From an optimization exercise on the open Yosys and OpenROAD flow, aimed at small area, a short achievable clock period and few clock cycles per item; shortcuts taken in it are not production practice. Only simulation tests tie the RTL to the original design; equivalence was not proved.

[config.mk]
export PLATFORM = sky130hd
export DESIGN_NAME = line_sensor_calibrate_normalize_marker_unit
export DESIGN_NICKNAME = line_sensor_calibrate_normalize_marker_unit
export VERILOG_FILES = /design/flow/design.v
export SDC_FILE = /design/flow/constraint.sdc
export NUM_CORES = 4
export LEC_CHECK = 0
export CAP_MARGIN = 20
export CORE_MARGIN = 2
export CORE_UTILIZATION = 40
export SLEW_MARGIN = 20
[constraint.sdc]
create_clock -name core_clock -period 9.0 [get_ports {clk}]
set_input_delay 1.8000 -clock core_clock [delete_from_list [all_inputs] [get_ports {clk}]]
set_output_delay 1.8000 -clock core_clock [all_outputs]
set_load 0.01 [all_outputs]
[design.v]
package lsn_pkg;
  localparam int CMD_W    = 2;
  localparam int IDX_W    = 4;
  localparam int SAMPLE_W = 12;
  localparam int LEVEL_W  = 10;
  localparam int COUNT_W  = 16;
  localparam int SAMPLE_MAX = 4095;
  localparam int FULL_SCALE = 1000;
  localparam int HALF_SCALE = FULL_SCALE / 2;
  localparam int NUM_W  = SAMPLE_W + LEVEL_W;
  localparam int STEP_W = $clog2(LEVEL_W);
  localparam int SENSOR_COUNT_DEF = 13;
  localparam int QUEUE_DEPTH_DEF  = 2;
  localparam int CFG_IDX_W  = 1;
  localparam int CFG_DATA_W = 12;
  localparam logic [CFG_IDX_W-1:0] CFG_MIN_SPAN     = 1'b0;
  localparam logic [CFG_IDX_W-1:0] CFG_MARKER_LEVEL = 1'b1;
  localparam logic [SAMPLE_W-1:0] MIN_SPAN_RST  = SAMPLE_W'(100);
  localparam logic [LEVEL_W-1:0]  THRESHOLD_RST = LEVEL_W'(600);
  typedef enum logic [CMD_W-1:0] {
    CMD_CALIBRATE  = 2'd0,
    CMD_MEASURE    = 2'd1,
    CMD_RESET_CAL  = 2'd2,
    CMD_RESET_MARK = 2'd3
  } cmd_t;
  typedef enum logic [1:0] {
    ST_IDLE,
    ST_EXEC,
    ST_DIV,
    ST_EMIT
  } back_state_t;
  typedef struct packed {
    logic [CMD_W-1:0]    cmd;
    logic [IDX_W-1:0]    idx;
    logic                in_range;
    logic                is_left;
    logic                is_right;
    logic [SAMPLE_W-1:0] sample;
  } item_t;
  localparam int ITEM_W = CMD_W + IDX_W + 3 + SAMPLE_W;
  typedef struct packed {
    logic [LEVEL_W-1:0] normalized;
    logic               on_marker;
    logic               marker_edge;
    logic [COUNT_W-1:0] left_markers;
    logic [COUNT_W-1:0] right_markers;
  } result_t;
endpackage
import lsn_pkg::*;
module lsn_front #(
  parameter int SENSOR_COUNT = lsn_pkg::SENSOR_COUNT_DEF
) (
  input  logic                    in_valid,
  output logic                    in_ready,
  input  logic [lsn_pkg::CMD_W-1:0]    in_command,
  input  logic [lsn_pkg::IDX_W-1:0]    in_sensor_index,
  input  logic [lsn_pkg::SAMPLE_W-1:0] in_raw_sample,
  input  logic          q_full,
  output logic          q_push,
  output lsn_pkg::item_t q_item
);
  logic in_range;
  assign in_ready = !q_full;
  assign q_push          = in_valid && !q_full;
  assign in_range = in_sensor_index < SENSOR_COUNT;
  always_comb begin
    q_item.cmd      = in_command;
    q_item.idx      = in_sensor_index;
    q_item.in_range = in_range;
    q_item.is_left  = in_range && (in_sensor_index == 0);
    q_item.is_right = in_range && (in_sensor_index == SENSOR_COUNT - 1);
    if (in_raw_sample > SAMPLE_MAX) begin
      q_item.sample = SAMPLE_W'(SAMPLE_MAX);
    end else begin
      q_item.sample = in_raw_sample;
    end
  end
endmodule
import lsn_pkg::*;
module lsn_fifo #(
  parameter int DEPTH = lsn_pkg::QUEUE_DEPTH_DEF
) (
  input  logic           clk,
  input  logic           rst,
  input  logic           push,
  input  lsn_pkg::item_t push_item,
  input  logic           pop,
  output lsn_pkg::item_t pop_item,
  output logic           full,
  output logic           empty
);
  localparam int PTR_W = (DEPTH > 1) ? $clog2(DEPTH) : 1;
  localparam int CNT_W = $clog2(DEPTH + 1);
  logic [ITEM_W-1:0]  slots [DEPTH];
  logic [PTR_W-1:0]  wr_ptr;
  logic [PTR_W-1:0]  rd_ptr;
  logic [CNT_W-1:0]  count;
  assign full     = (count == CNT_W'(DEPTH));
  assign empty    = (count == '0);
  assign pop_item = slots[rd_ptr];
  always_ff @(posedge clk) begin
    if (rst) begin
      wr_ptr <= '0;
      rd_ptr <= '0;
      count  <= '0;
    end else begin
      if (push) begin
        wr_ptr <= (wr_ptr == PTR_W'(DEPTH - 1)) ? '0 : wr_ptr + 1'b1;
      end
      if (pop) begin
        rd_ptr <= (rd_ptr == PTR_W'(DEPTH - 1)) ? '0 : rd_ptr + 1'b1;
      end
      if (push && !pop) begin
        count <= count + 1'b1;
      end else if (pop && !push) begin
        count <= count - 1'b1;
      end
    end
  end
  always_ff @(posedge clk) begin
    if (push) begin
      slots[wr_ptr] <= push_item;
    end
  end
endmodule
import lsn_pkg::*;
module lsn_back #(
  parameter int SENSOR_COUNT = lsn_pkg::SENSOR_COUNT_DEF
) (
  input  logic                          clk,
  input  logic                          rst,
  input  logic                          cfg_we,
  input  logic [lsn_pkg::CFG_IDX_W-1:0]  cfg_index,
  input  logic [lsn_pkg::CFG_DATA_W-1:0] cfg_data,
  input  logic                          q_empty,
  input  lsn_pkg::item_t                q_item,
  output logic                          q_pop,
  output logic                          out_valid,
  input  logic                          out_ready,
  output logic [lsn_pkg::LEVEL_W-1:0]   out_normalized,
  output logic                          out_on_marker,
  output logic                          out_marker_edge,
  output logic [lsn_pkg::COUNT_W-1:0]   out_left_markers,
  output logic [lsn_pkg::COUNT_W-1:0]   out_right_markers
);
  localparam int TAB_AW = (SENSOR_COUNT > 1) ? $clog2(SENSOR_COUNT) : 1;
  lsn_pkg::back_state_t state;
  lsn_pkg::back_state_t state_next;
  logic [SAMPLE_W-1:0] min_span;
  logic [LEVEL_W-1:0]  mark_level;
  logic [SAMPLE_W-1:0] cal_max [SENSOR_COUNT];
  logic [SAMPLE_W-1:0] cal_min [SENSOR_COUNT];
  logic                left_prev_on;
  logic                right_prev_on;
  logic [COUNT_W-1:0]  left_count;
  logic [COUNT_W-1:0]  right_count;
  lsn_pkg::item_t      item;
  logic [LEVEL_W-1:0]  level;
  logic [NUM_W-1:0]    rem;
  logic [NUM_W-1:0]    dsh;
  logic [STEP_W-1:0]   step;
  logic                res_valid;
  lsn_pkg::result_t    res;
  logic [TAB_AW-1:0]   addr;
  logic [SAMPLE_W-1:0] hi;
  logic [SAMPLE_W-1:0] lo;
  logic [SAMPLE_W-1:0] span;
  logic                narrow;
  logic                is_measure;
  logic                start_div;
  logic [LEVEL_W-1:0]  exec_level;
  logic [NUM_W-1:0]    numer;
  logic                ge;
  logic                slot_free;
  logic                commit;
  logic                on;
  logic                edge_seen;
  logic [COUNT_W-1:0]  left_next;
  logic [COUNT_W-1:0]  right_next;
  assign addr = TAB_AW'(item.idx);
  assign hi   = item.in_range ? cal_max[addr] : '0;
  assign lo   = item.in_range ? cal_min[addr] : '0;
  assign span = hi - lo;
  always_comb begin
    is_measure = (item.cmd == CMD_MEASURE);
    narrow     = (hi <= lo) || (span < min_span);
    start_div  = 1'b0;
    exec_level = '0;
    if (is_measure && item.in_range) begin
      if (narrow) begin
        exec_level = LEVEL_W'(HALF_SCALE);
      end else if (item.sample <= lo) begin
        exec_level = '0;
      end else if (item.sample >= hi) begin
        exec_level = LEVEL_W'(FULL_SCALE);
      end else begin
        start_div = 1'b1;
      end
    end
  end
  assign numer = NUM_W'(item.sample - lo) * NUM_W'(FULL_SCALE);
  assign ge    = (rem >= dsh);
  always_comb begin
    on         = is_measure && (item.is_left || item.is_right) && (level > mark_level);
    edge_seen  = 1'b0;
    left_next  = left_count;
    right_next = right_count;
    if (item.cmd == CMD_RESET_MARK) begin
      left_next  = '0;
      right_next = '0;
    end else if (item.is_left) begin
      edge_seen = on && !left_prev_on;
      if (edge_seen) begin
        left_next = left_count + 1'b1;
      end
    end else if (item.is_right) begin
      edge_seen = on && !right_prev_on;
      if (edge_seen) begin
        right_next = right_count + 1'b1;
      end
    end
  end
  assign slot_free = !res_valid || out_ready;
  always_ff @(posedge clk) begin
    if (rst) begin
      state <= ST_IDLE;
    end else begin
      state <= state_next;
    end
  end
  always_comb begin
    state_next = state;
    q_pop      = 1'b0;
    commit     = 1'b0;
    unique case (state)
      ST_IDLE: begin
        if (!q_empty) begin
          q_pop      = 1'b1;
          state_next = ST_EXEC;
        end
      end
      ST_EXEC: begin
        state_next = start_div ? ST_DIV : ST_EMIT;
      end
      ST_DIV: begin
        if (step == STEP_W'(LEVEL_W - 1)) begin
          state_next = ST_EMIT;
        end
      end
      ST_EMIT: begin
        if (slot_free) begin
          commit     = 1'b1;
          state_next = ST_IDLE;
        end
      end
      default: begin
        state_next = ST_IDLE;
      end
    endcase
  end
  always_ff @(posedge clk) begin
    if (q_pop) begin
      item <= q_item;
    end
    if (state == ST_EXEC) begin
      level <= exec_level;
      rem   <= numer;
      dsh   <= NUM_W'(span) << (LEVEL_W - 1);
      step  <= '0;
    end else if (state == ST_DIV) begin
      level <= {level[LEVEL_W-2:0], ge};
      rem   <= ge ? rem - dsh : rem;
      dsh   <= dsh >> 1;
      step  <= step + 1'b1;
    end
  end
  always_ff @(posedge clk) begin
    if (rst) begin
      min_span   <= MIN_SPAN_RST;
      mark_level <= THRESHOLD_RST;
    end else if (cfg_we) begin
      if (cfg_index == CFG_MIN_SPAN) begin
        min_span <= cfg_data[SAMPLE_W-1:0];
      end else if (cfg_index == CFG_MARKER_LEVEL) begin
        mark_level <= cfg_data[LEVEL_W-1:0];
      end
    end
  end
  always_ff @(posedge clk) begin
    if (rst || (commit && item.cmd == CMD_RESET_CAL)) begin
      for (int i = 0; i < SENSOR_COUNT; i++) begin
        cal_max[i] <= '0;
        cal_min[i] <= SAMPLE_W'(SAMPLE_MAX);
      end
    end else if (commit && item.cmd == CMD_CALIBRATE && item.in_range) begin
      if (item.sample > hi) begin
        cal_max[addr] <= item.sample;
      end
      if (item.sample < lo) begin
        cal_min[addr] <= item.sample;
      end
    end
  end
  always_ff @(posedge clk) begin
    if (rst) begin
      left_prev_on  <= 1'b0;
      right_prev_on <= 1'b0;
      left_count    <= '0;
      right_count   <= '0;
    end else if (commit) begin
      left_count  <= left_next;
      right_count <= right_next;
      if (item.cmd == CMD_RESET_MARK) begin
        left_prev_on  <= 1'b0;
        right_prev_on <= 1'b0;
      end else if (is_measure && item.is_left) begin
        left_prev_on <= on;
      end else if (is_measure && item.is_right) begin
        right_prev_on <= on;
      end
    end
  end
  always_ff @(posedge clk) begin
    if (rst) begin
      res_valid <= 1'b0;
    end else if (commit) begin
      res_valid <= 1'b1;
    end else if (out_ready) begin
      res_valid <= 1'b0;
    end
  end
  always_ff @(posedge clk) begin
    if (commit) begin
      res.normalized    <= level;
      res.on_marker     <= on;
      res.marker_edge   <= edge_seen;
      res.left_markers  <= left_next;
      res.right_markers <= right_next;
    end
  end
  assign out_valid         = res_valid;
  assign out_normalized    = res.normalized;
  assign out_on_marker     = res.on_marker;
  assign out_marker_edge   = res.marker_edge;
  assign out_left_markers  = res.left_markers;
  assign out_right_markers = res.right_markers;
endmodule
import lsn_pkg::*;
module line_sensor_calibrate_normalize_marker_unit #(
  parameter int SENSOR_COUNT = lsn_pkg::SENSOR_COUNT_DEF,
  parameter int QUEUE_DEPTH  = lsn_pkg::QUEUE_DEPTH_DEF
) (
  input  logic                          clk,
  input  logic                          rst,
  input  logic                          cfg_we,
  input  logic [lsn_pkg::CFG_IDX_W-1:0]  cfg_index,
  input  logic [lsn_pkg::CFG_DATA_W-1:0] cfg_data,
  input  logic                          in_valid,
  output logic                          in_ready,
  input  logic [lsn_pkg::CMD_W-1:0]     in_command,
  input  logic [lsn_pkg::IDX_W-1:0]     in_sensor_index,
  input  logic [lsn_pkg::SAMPLE_W-1:0]  in_raw_sample,
  output logic                          out_valid,
  input  logic                          out_ready,
  output logic [lsn_pkg::LEVEL_W-1:0]   out_normalized,
  output logic                          out_on_marker,
  output logic                          out_marker_edge,
  output logic [lsn_pkg::COUNT_W-1:0]   out_left_markers,
  output logic [lsn_pkg::COUNT_W-1:0]   out_right_markers
);
  lsn_pkg::item_t push_item;
  lsn_pkg::item_t pop_item;
  logic  push;
  logic  pop;
  logic  full;
  logic  empty;
  lsn_front #(
    .SENSOR_COUNT(SENSOR_COUNT)
  ) u_front (
    .in_valid        (in_valid),
    .in_ready        (in_ready),
    .in_command      (in_command),
    .in_sensor_index (in_sensor_index),
    .in_raw_sample   (in_raw_sample),
    .q_full    (full),
    .q_push    (push),
    .q_item    (push_item)
  );
  lsn_fifo #(
    .DEPTH(QUEUE_DEPTH)
  ) u_fifo (
    .clk       (clk),
    .rst       (rst),
    .push      (push),
    .push_item (push_item),
    .pop       (pop),
    .pop_item  (pop_item),
    .full      (full),
    .empty     (empty)
  );
  lsn_back #(
    .SENSOR_COUNT(SENSOR_COUNT)
  ) u_back (
    .clk       (clk),
    .rst       (rst),
    .cfg_we    (cfg_we),
    .cfg_index (cfg_index),
    .cfg_data  (cfg_data),
    .q_empty   (empty),
    .q_item    (pop_item),
    .q_pop     (pop),
    .out_valid         (out_valid),
    .out_ready         (out_ready),
    .out_normalized    (out_normalized),
    .out_on_marker     (out_on_marker),
    .out_marker_edge   (out_marker_edge),
    .out_left_markers  (out_left_markers),
    .out_right_markers (out_right_markers)
  );
endmodule
[run.sh]
#!/bin/bash
# synth_recipe.tcl (not shown) runs the flow's synth.tcl, then flattens the netlist and writes it again
# the make line also repeats each setting of config.mk as NAME=value (left out here)
make -C /OpenROAD-flow-scripts/flow DESIGN_CONFIG=/design/flow/config.mk WORK_HOME=/design/flow/orfs CLKGATE_MAP_FILE= SYNTH_SCRIPT=/design/flow/synth_recipe.tcl finish
==> run notes <==
[synth_stat cells (all sizes together) (5+ instances only)]
library cell    n  area (sq um)
nor2          131           499
nand2         316          1190
inv           152           571
o31ai          10          75.1
nand4          18           113
o21a           13          97.6
nor2b          18           113
and2            9          56.3
o21bai          7          52.6
and3          167          1050
nand3          31           155
o31a            5          43.8
or2             8          52.6
nand2b         12          75.1
buf            49           219
mux2           33           372
a31oi          11          83.8
o21ai          63           315
a22o           14           123
mux2i          25           250
mux4          108          2430
dfxtp          79          1580
clkbuf        117           439
edfxtp        532         16000
xnor2          53           464
a211oi          6          45.0
fa             41           821
nand3b          6          45.0
a211o           5          43.8
ha            123          1540
o41ai           9          78.8
a21oi          91           455
a21o           35           263
nor3           29           161
xor2           54           473
nor4            5          31.3
o211ai         20           169
or3            24           150
[final cells by class]
cell class,instances,area [sq um]
fillers,6830,41700
multi-input cells,1544,12500
diodes,1,2.50
well taps,1040,1300
inverters,152,571
flip-flops and latches,611,17600
clock inverters,30,428
repair buffers,145,1350
clock buffers,87,1800
[cell families (layout without fill, tap and decap cells)]
logic type / after synthesis / after routing / synth area share, %
and+or+nand+nor: 780 / 780 / 12.0
DFF: 611 / 611 / 56.5
AOI/OAI and AO/OA: 324 / 324 / 6.96
buffers and inverters: 318 / 414 / 3.96
adders and majority gates: 167 / 167 / 7.69
muxes: 166 / 166 / 9.83
xor gates and xnor gates: 107 / 107 / 3.02
other: 0 / 1 / 0
[metal layers]
| layer | share of wire, % | vias to the layer above |
|---|---|---|
| li1 | - | 9137 |
| met1 | 42 | 10136 |
| met2 | 49 | 697 |
| met3 | 6.7 | 142 |
| met4 | 2.7 | 0 |
| met5 | 0 | - |
[sequential cells by signal (all words and copies together) (netlist names), 2 cells and up]
register,flops
u_back.min_span,12
u_back.rem,22
u_back.res,44
u_back.level,10
u_fifo.slots,42
u_back.dsh,21
u_back.mark_level,10
u_back.cal_min,192
u_fifo.count,2
u_back.step,4
u_back.cal_max,192
u_back.right_count,16
u_back.left_count,16
u_back.item,21
u_back.state,2
[worst max-delay path: stages, from the launching register on]
cell	delay, ns
edfxtp_1	0.97
buf_4	0.31
mux4_2	0.50
mux4_2	0.49
nand2_1	0.14
ha_1	0.28
a21o_1	0.19
a21oi_1	0.14
nand2_1	0.14
a21o_1	0.20
a21oi_1	0.16
xor2_1	0.43
inv_2	0.16
xnor2_1	0.33
inv_1	0.11
fa_1	0.59
fa_1	0.46
fa_1	0.52
inv_1	0.04
ha_1	0.35
and2_1	0.17
a311oi_1	0.38
o21bai_1	0.15
a21o_1	0.20
a31oi_1	0.19
xnor2_1	0.08
a22o_1	0.23
[worst max-delay path by stage]
stage / slack (ns) / to / startpoint
final: 0.82 / u_back.rem[21] / u_back.item[15]
after global routing: 0.32 / u_back.rem[20] / u_back.item[15]
after CTS: 0.79 / u_back.rem[21] / u_back.item[15]
after detailed placement: 0.82 / u_back.rem[21] / u_back.item[15]
after global placement: 0.95 / u_back.rem[20] / u_back.item[15]
after floorplan: 1.34 / u_back.rem[21] / u_back.item[15]
[cells in the final DEF, fill, tap and decap left out, types with 6 or more instances in the layout]
| cell type | n |
|---|---|
| edfxtp_1 | 532 |
| nand2_1 | 316 |
| and3_1 | 166 |
| inv_1 | 150 |
| nor2_1 | 127 |
| ha_1 | 122 |
| mux4_2 | 108 |
| a21oi_1 | 90 |
| clkdlybuf4s50_1 | 80 |
| dfxtp_1 | 79 |
| clkbuf_16 | 68 |
| o21ai_0 | 61 |
| buf_4 | 59 |
| xor2_1 | 54 |
| xnor2_1 | 53 |
| fa_1 | 41 |
| a21o_1 | 35 |
| mux2_2 | 33 |
| nand3_1 | 31 |
| mux2i_1 | 25 |
| or3_1 | 24 |
| nor3_1 | 21 |
| nor2b_1 | 18 |
| o211ai_1 | 18 |
| nand4_1 | 18 |
| clkbuf_1 | 16 |
| a22o_1 | 14 |
| o21a_1 | 13 |
| nand2b_1 | 12 |
| a31oi_1 | 9 |
| bufinv_16 | 9 |
| and2_1 | 8 |
| o21bai_1 | 7 |
| clkinv_2 | 7 |
| clkinv_1 | 7 |
| or2_2 | 6 |
| a211oi_1 | 6 |
| o31ai_4 | 6 |
| o41ai_2 | 6 |
| nand3b_1 | 6 |
==> results.toml <==
[setup_path]
crit_fanout = 15
r2r_start = "u_back.item[15]"
cp.arrival_ns = 8.54
start_kind = "flip-flop"
cp-end-kind = "flip-flop"
worstRegToRegCells = 26
critical_path_class = "reg -> reg"
reg2reg_to = "u_back.rem[21]"
r2r_slack_ns = 0.82
critPathRequiredTime_ns = 9.36

[global_route]
overflow = 0
use_met3_pct = 3.16
grt_max_degree = 90
grt_pass1_vias = 20353
use_met1_pct = 26.3
antenna_found_initial = 3
grt_use_total_pct = 19.9
grt_util_met2_pct = 34.0
grt_pass1_wl_mm = 120
top_usage_layer = "met2"

[clocking]
cts_sinks = 611
clk_latency_ns = 0.62
htreeDepth = 3
clockBufferDepth = 3
cts_setup_buffers = 0
ctsResizeCount = 0
cts_root_buffer = "clkbuf_16"
cts_hold_buf = 0
cts_tree = "done"
clkSlewWorstSetupHoldPaths_ns = 0.06
cts_buffers = 66

[worst_hold_path]
hold_start = "u_back.mark_level[7]"
min_path_cells = 2
min_to = "u_back.mark_level[7]"
hold_path_class = "reg -> reg"

[detailed_routing]
wl_per_cell_um = 22.0
post-route-drc-count = 0
drtIter0Drc = 1797
num_vias = 20112
vias_per_cell = 5.57
routed_wirelength_mm = 79.6
first_pass_iters = 6
antenna_left = 0

[die]
placementRows = 102
die_h_um = 283
ios = 82
dieArea_sq_um = 79900
fp.dieW_um = 283
core_sq_um = 77200
start_util_pct = 40.2

[synthesis]
synth_nets = 2673
synth-edff-count = 532
syn_area_per_cell_sq_um = 12.6
async_flop_share_pct = 0
syn_area_sq_um = 31100
synthFlopType = "edfxtp_1"
ys_types = 76
synth-seq-cells = 611
ys_seq_area_share_pct = 56.5
synth_warnings = 3
syn_inst = 2473

[finish]
nets = 2720
final_util_pct = 46.0
fin_cells = 3610
area_growth_pct = 14.3
final_cell_area_sq_um = 35500
drive_gt1_share_pct = 13.5

[timing]
rsz0062_at_grt = "no"
hold_viol_final = 0
finalCriticalPeriod_ns = 8.18
tns_ns = 0
max_freq_mhz = 122
finClkSkew_ns = 0.0382
worst_pin_slew_ns = 1.06
finalWorstSetupSlack_ns = 0.824
period_share_pct = 90.8
slew-limit-headroom_pct = 29.5
setup_viol = 0
finalMaxSlewViolations = 0
hold_slack_ns = 0.460

[placement]
hpwl_mm = 50.8
dpl_cell_area_sq_um = 33200
finalWeightedCongestion = 0.888
post-place-ws_ns = 0.821
dp_cells = 3489
port_buffers = 81

[run_status]
status = "timing/DRC/antenna clean"

[run]
cap_viol_max_count = 0
Testbench counts, summed over its fixed seeds: cycles 52,304, items 4,576.

-- separate check: timing with driven ports --
Ports are ideal in the flow. The routed layout listed here was re-timed in OpenROAD.
Step 1: set_driving_cell puts a clkbuf_16 on clk and a buf_2 on each other input, an assumption about the parent block.
Step 2, shift: input delay + t, output delay - t, t = (earliest + latest rising clock arrival at the registers) / 2. This alone moves slack from input paths to output paths.
a / b / c = ideal ports / drivers / drivers and shift; a / b = the first two.
t (ns): 0.663
setup WS [ns]: 0.824 / 0.824 / 0.824
hold slack, ns: 0.460 / 0.460 / 0.460
latest minus earliest clock arrival (ns): 0.039 / 0.039
worst slew at a driven data input, ns: 0.07
After both steps this run still meets setup and hold. For this run, drivers alone change the setup slack by 0.000 ns; drivers and shift together by 0.000 ns.
